From an optimization exercise on the open Yosys and OpenROAD flow, aimed at a short achievable clock period and few clock cycles; shortcuts taken in it are not production practice.
Function was checked by simulation only, so behaviour that the tests miss may differ from the original.
The clock port is modelled as an ideal driver; clocking choices that lean on that would not hold on a real chip.
Power figures rest on the tool's default switching activity, not on a simulated workload.

## indexed_linked_list_engine
module indexed_linked_list_engine (
    input  wire logic        clk,
    input  wire logic        rst_n,
    input  wire logic        req_valid,
    output logic             req_ready,
    input  wire logic [1:0]  req_opcode,
    input  wire logic [15:0] req_index,
    input  wire logic [31:0] req_value,
    output logic             rsp_valid,
    input  wire logic        rsp_ready,
    output logic [1:0]       rsp_status,
    output logic [31:0]      rsp_read_value,
    output logic [6:0]       rsp_list_count
);
export LEC_CHECK = 0
export ABC_CLOCK_PERIOD_IN_PS = 2000
export CAP_MARGIN = 20
export CORE_MARGIN = 2
export CORE_UTILIZATION = 60
export PLACE_DENSITY = 0.7
export SETUP_SLACK_MARGIN = 4.2
export SLEW_MARGIN = 20
export TNS_END_PERCENT = 100
create_clock -name core_clock -period 6.5 [get_ports {clk}]
standard.sh (not shown) runs the stock make flow with config.mk's settings and CLKGATE_MAP_FILE= SYNTH_SCRIPT=/design/flow/synth_recipe.tcl, a recipe that flattens the netlist after the stock synthesis.
==> flow/flow/run.sh <==
#!/bin/bash
# Own layout flow: the standard flow (standard.sh, unchanged synthesis), with
#  - port buffers that start as buf_8 rather than the smallest buffer, and a resizer free to pick
#    any buffer size (not only the same footprint);
#  - the clock tree's top level rebuilt after TritonCTS (flow/clock_root.tcl): the clock port
#    drives four quadrant buffers directly instead of one root buffer.
# make's output goes to flow_make.log; each ORFS step's own log is under orfs/logs.
set -euo pipefail
here="$(cd "$(dirname "${BASH_SOURCE[0]}")" && pwd)"
export BUFFER_PORTS_ARGS="-buffer_cell sky130_fd_sc_hd__buf_8"
export CTS_ARGS="-sink_clustering_enable -repair_clock_nets -buf_list sky130_fd_sc_hd__clkbuf_16"
export PRE_CTS_TCL="$here/pre_cts.tcl"
bash standard.sh MATCH_CELL_FOOTPRINT=0 ${LOCAL_TARGETS:-finish} > flow_make.log 2>&1
Other scripts of this flow, unchanged in this note and not shown: flow/flow/clock_root.tcl, flow/flow/pre_cts.tcl
Testbench counts at the start, summed over its fixed seeds: cycles 12,040.
Then changed:
--- a/flow/design.v
+++ b/flow/design.v
@@ -235,21 +235,21 @@
                 t_q <= t_lo;
             else if (dec)
                 t_q <= t_hi;
             n_q <= n_next;
             for (int k = 0; k < CAP; k++)
             begin
                 if (from_prev[k])
                     pos_q[k] <= pos_q[(k == 0) ? 0 : k - 1];
                 else if (from_last[k])
                     pos_q[k] <= pos_q[CAP-1];
-                else if (a_rem && a_ge[k])
+                else if (a_ge[k])
                     pos_q[k] <= (k == CAP - 1) ? pos_i : pos_q[(k == CAP - 1) ? k : k + 1];
             end
         end
     end
     logic            b_valid;
     logic            b_we;
     logic [SW-1:0]   b_wslot;
     logic            b_rd;
     logic [SW-1:0]   b_rslot;
     logic            b_rdbad;
@@ -353,94 +353,80 @@
     begin
         d_word = d_rdbad ? {DW{1'b1}} : '0;
         for (int g = 0; g < RG; g++)
         begin
             d_word = d_word | d_part[g];
         end
     end
     assign d_rsp = {d_status, d_word, d_count};
     localparam int FD = 8;
     logic [FD-1:0][RW-1:0] f_mem;
-    logic [FD-1:0]         f_wp, f_rp;   
-    logic [FD-1:0]         f_rp1;        
+    logic [2:0]            f_wp, f_rp;
     logic [3:0]            f_cnt;
     logic [RW-1:0]         out_q;
     logic                  out_v;
     logic                  take;
     logic [2:0]            occ_q;
     logic [2:0]            occ_next;
     logic [RW-1:0]         head_stay;    
     logic [RW-1:0]         head_next;    
-    logic                  v_stay;       
-    logic                  v_next;       
-    assign take  = out_v && rsp_ready;
-    assign f_rp1 = {f_rp[FD-2:0], f_rp[FD-1]};
+    assign take = out_v && rsp_ready;
+    logic [2:0]            f_rp1;        
+    assign f_rp1 = f_rp + 3'd1;
     always_comb
     begin
-        head_stay = '0;
-        head_next = '0;
-        for (int k = 0; k < FD; k++)
-        begin
-            head_stay = head_stay | (f_mem[k] & {RW{f_rp[k]}});
-            head_next = head_next | (f_mem[k] & {RW{f_rp1[k]}});
-        end
-        if (d_valid && |(f_wp & f_rp))
-            head_stay = d_rsp;
-        if (d_valid && |(f_wp & f_rp1))
-            head_next = d_rsp;
+        head_stay = (d_valid && (f_wp == f_rp)) ? d_rsp : f_mem[f_rp];
+        head_next = (d_valid && (f_wp == f_rp1)) ? d_rsp : f_mem[f_rp1];
     end
-    assign v_stay = (f_cnt != 4'd0) || d_valid;
-    assign v_next = (f_cnt > 4'd1) || ((f_cnt == 4'd1) && d_valid);
     always_ff @(posedge clk)
     begin
-        for (int k = 0; k < FD; k++)
-        begin
-            if (d_valid && f_wp[k])
-                f_mem[k] <= d_rsp;
-        end
+        if (d_valid)
+            f_mem[f_wp] <= d_rsp;
         out_q <= take ? head_next : head_stay;
     end
     always_ff @(posedge clk or negedge rst_n)
     begin
         if (!rst_n)
         begin
-            f_wp  <= FD'(1);
-            f_rp  <= FD'(1);
+            f_wp  <= '0;
+            f_rp  <= '0;
             f_cnt <= '0;
             out_v <= 1'b0;
         end
         else
         begin
             if (d_valid)
-                f_wp <= {f_wp[FD-2:0], f_wp[FD-1]};
+                f_wp <= f_wp + 3'd1;
             if (take)
                 f_rp <= f_rp1;
             f_cnt <= f_cnt + 4'(d_valid) - 4'(take);
-            out_v <= take ? v_next : v_stay;
+            out_v <= (f_cnt + 4'(d_valid) - 4'(take)) != 4'd0;
         end
     end
     always_comb
     begin
         occ_next = occ_q;
         if (accept && !take)
             occ_next = occ_q + 3'd1;
         else if (!accept && take)
             occ_next = occ_q - 3'd1;
     end
     always_ff @(posedge clk or negedge rst_n)
     begin
         if (!rst_n)
-            occ_q <= '0;
+        begin
+            occ_q  <= '0;
+            busy_q <= 1'b0;
+        end
         else
-            occ_q <= occ_next;
-    end
-    always_ff @(posedge clk)
-    begin
-        busy_q <= (occ_next >= 3'(QD));
+        begin
+            occ_q  <= occ_next;
+            busy_q <= (occ_next >= 3'(QD));
+        end
     end
     assign req_ready      = !busy_q;
     assign rsp_valid      = out_v;
     assign rsp_status     = out_q[RW-1 -: 2];
     assign rsp_read_value = out_q[CW +: DW];
     assign rsp_list_count = out_q[CW-1:0];
 endmodule
 `default_nettype wire
After rerunning: The new run passed the timing, design-rule and antenna checks. Synthesized area grows by 3.8%. Via count grows by about 4.3%. Register-to-register slack stays flat. Final cell count grows by about 6%. Cell area grows by about 5%. Maximum frequency barely changes. Global-route usage shrinks by 2.0 points. Setup slack gets worse by 0.0056 ns. Flip-flop and latch count shrinks by 10. Synthesized cell count grows by about 7%. Clock-buffer cell count stays the same. Combinational power grows to 2.7 times its value.
Testbench counts after the change, summed over its fixed seeds: cycles 12,040.

==> port drivers added, routing unchanged <==
Ports are ideal in the flow. The routed layouts listed here were re-timed in OpenROAD.
Step 1 (the two cells are an assumption about what drives the block):
set clk [get_ports {clk}]
set_driving_cell -lib_cell sky130_fd_sc_hd__clkbuf_16 $clk
set_driving_cell -lib_cell sky130_fd_sc_hd__buf_2 [delete_from_list [all_inputs] $clk]
Step 2 adds t to the input delays and takes it off the output delays; t is the mean of the earliest and latest rising clock arrival at the registers after step 1. Input paths then give back, and output paths get back, about the clock's delay inside the block.
Slacks: ideal ports / drivers / drivers and shift; pairs: ideal ports / drivers.
run	t, ns	slack for setup (ns)	worst setup path after step 2	slew at the worst register clock pin (ns)
the first run	0.837	4.016 / 3.813 / 3.446	input to register	0.07 / 0.07
the second run	0.849	4.010 / 3.808 / 3.335	input to register	0.07 / 0.07
After both steps setup and hold are still met in every run listed. The setup slack of the second run, which loses most, moves by -0.202 ns with the drivers and by -0.675 ns with both steps.
